What follows belongs to an exercise in optimizing a design on an open flow for small area, a short achievable clock period and few clock cycles; a production flow would make more cautious choices. In this exercise RTL edits were held to simulation tests only and were not proved equivalent to the original. No activity file was given, so power comes from the tool's default toggle rates.

## P
// ttt_main
module ttt_main (
    input  logic                                reset,
    input  logic                                clock_fast,
    output logic [2:0]                          stage,
    input  logic [4-1:0]        processor_id_in,
    output logic [4-1:0]        processor_id_out,
    input  logic [4-1:0]     good_tokens_in,
    input  logic [4-1:0]     bad_tokens_in,
    output logic [1:0]                          token_startstop,
    output logic                                output_valid,
    input  logic [4:0]                          instruction,
    input  logic [6-1:0]        connection_id_in,
    input  logic [8-1:0]           prog_data
);
clock: 6.5 ns
lec_check: 0
abc_clock_period_in_ps: 3000
cap_margin: 30
core_margin: 2
core_utilization: 40
cts_buf_list: sky130_fd_sc_hd__clkbuf_16
cts_cluster_diameter: 60
cts_cluster_size: 20
setup_slack_margin: 3.0
slew_margin: 20
run.sh (not shown) runs the stock make flow with config.mk's settings and CLKGATE_MAP_FILE= SYNTH_SCRIPT=/design/flow/synth_recipe.tcl, a recipe that flattens the netlist after the stock synthesis.
In summary, P completed successfully, with a layout that passed the timing, DRC and antenna checks.
Testbench counts of P, summed over its fixed seeds: cycles 4,393.
Edits applied to the flow inputs when going from P to Q:
- CTS_CLUSTER_DIAMETER: 60 -> 70
- CTS_CLUSTER_SIZE: 20 -> 25
- GPL_ROUTABILITY_DRIVEN: unset -> 0
- SETUP_SLACK_MARGIN: 3.0 -> 3.3
Q ends up with higher buffering stage count on the worst path with inverters included than P does. On first-iteration DRC count, P loses to Q. Q ends up with lower cell area power density than P does. Least setup slack across all paths after layout on Q is up relative to P.
--- input diff Q..R ---
- CORE_UTILIZATION now 50, was 40
- GPL_ROUTABILITY_DRIVEN no longer set, was 0
==> comparison <==
R: all stages complete, timing, DRC and antenna checks passed
Between R and Q, it is R whose global routing met3 resource utilization is higher, by 0.91 points.
Least setup slack across all paths after layout: R worse than Q
Changes observed in R relative to Q: number of ordinary and repair buffers in the finished layout went up, final routed wire length divided by cell count higher.

Starting RTL as in the previous note.
==> flow/config.mk <==
export PLATFORM = sky130hd
export DESIGN_NAME = ttt_main
export DESIGN_NICKNAME = ttt_main
export VERILOG_FILES = /design/flow/design.v
export SDC_FILE = /design/flow/constraint.sdc
export NUM_CORES = 4
export LEC_CHECK = 0
export ABC_CLOCK_PERIOD_IN_PS = 3000
export CAP_MARGIN = 30
export CORE_MARGIN = 2
export CORE_UTILIZATION = 40
export CTS_BUF_LIST = sky130_fd_sc_hd__clkbuf_16
export CTS_CLUSTER_DIAMETER = 60
export CTS_CLUSTER_SIZE = 20
export SETUP_SLACK_MARGIN = 3.3
export SLEW_MARGIN = 20
==> flow/constraint.sdc <==
create_clock -name core_clock -period 6.5 [get_ports {clock_fast}]
set_input_delay 1.3000 -clock core_clock [delete_from_list [all_inputs] [get_ports {clock_fast}]]
set_output_delay 1.3000 -clock core_clock [all_outputs]
set_load 0.01 [all_outputs]
Testbench counts at the start, summed over its fixed seeds: cycles 4,393.
Then changed:
Settings changed: CTS_CLUSTER_DIAMETER 60 to 70, CTS_CLUSTER_SIZE 20 to 25, SETUP_SLACK_MARGIN 3.3 to 3.2.
After rerunning: Global-route usage falls by 0.39 points. Clock skew came out lower by 0.010 ns. Combinational power is lower by a few percent. Sequential power is about the same. Cell count drops slightly. Synthesized area is unchanged. Power is lower by roughly a tenth. Design area shrinks by a few percent.
Then changed:
Settings changed: SETUP_SLACK_MARGIN 3.2 to 3.45.
Effect: The changed run went through all stages and came out clean. Core utilization went up by 2.0 points. Global-route usage went up by 0.55 points. Clock skew hardly moves. Routed wire length went up by 2.9%. Hold slack loses 0.034 ns.
Then changed:
Settings changed: CTS_CLUSTER_DIAMETER 70 to 75, CTS_CLUSTER_SIZE 25 to 28, SETUP_SLACK_MARGIN 3.45 to 3.3.
After rerunning: The changed run passed the timing, DRC and antenna checks. Cell count came out lower by 1.6%. Cell area shrinks by 3.1%. Utilization goes down by 1.4 points. Flip-flop and latch count stays the same. Via count drops by 1.5%. Worst setup slack gets better by 0.14 ns. Clock-buffer cell count drops by 6. Worst hold slack improves by 0.025 ns. Critical path depth fell by 1.

## static timing again, ports no longer ideal
No port has a modelled driver above. Below, the same layouts with a new extraction and two added sets of constraints. Step 1: set_driving_cell puts a clkbuf_16 on clock_fast and a buf_2 on each other input, an assumption about the parent block. Step 2 adds t to the input delays and takes it off the output delays; t is the mean of the earliest and latest rising clock arrival at the registers after step 1. Input paths then give back, and output paths get back, about the clock's delay inside the block. Slacks: no drivers / after step 1 / after step 2; pairs: no drivers / after step 1.
| run | t, ns | setup slack, ns | slew at the worst register clock pin (ns) | pins driven straight from the clock port |
|---|---|---|---|---|
| P | 0.742 | 3.052 / 3.052 / 2.609 | 0.09 / 0.09 | 1 |
| Q | 0.753 | 3.313 / 3.312 / 2.701 | 0.10 / 0.10 | 1 |
| R | 0.782 | 3.163 / 3.163 / 2.580 | 0.11 / 0.11 | 1 |
| the first run of note 2 | 0.736 | 3.231 / 3.231 / 2.730 | 0.09 / 0.09 | 1 |
| the second run of note 2 | 0.720 | 3.251 / 3.251 / 2.718 | 0.10 / 0.10 | 1 |
| the third run of note 2 | 0.754 | 3.120 / 3.120 / 2.737 | 0.10 / 0.10 | 1 |
| the fourth run of note 2 | 0.748 | 3.263 / 3.263 / 2.740 | 0.11 / 0.11 | 1 |
After both steps setup and hold are still met in every run listed. For Q, which loses most, drivers alone change the setup slack by -0.001 ns; drivers and shift together by -0.612 ns.
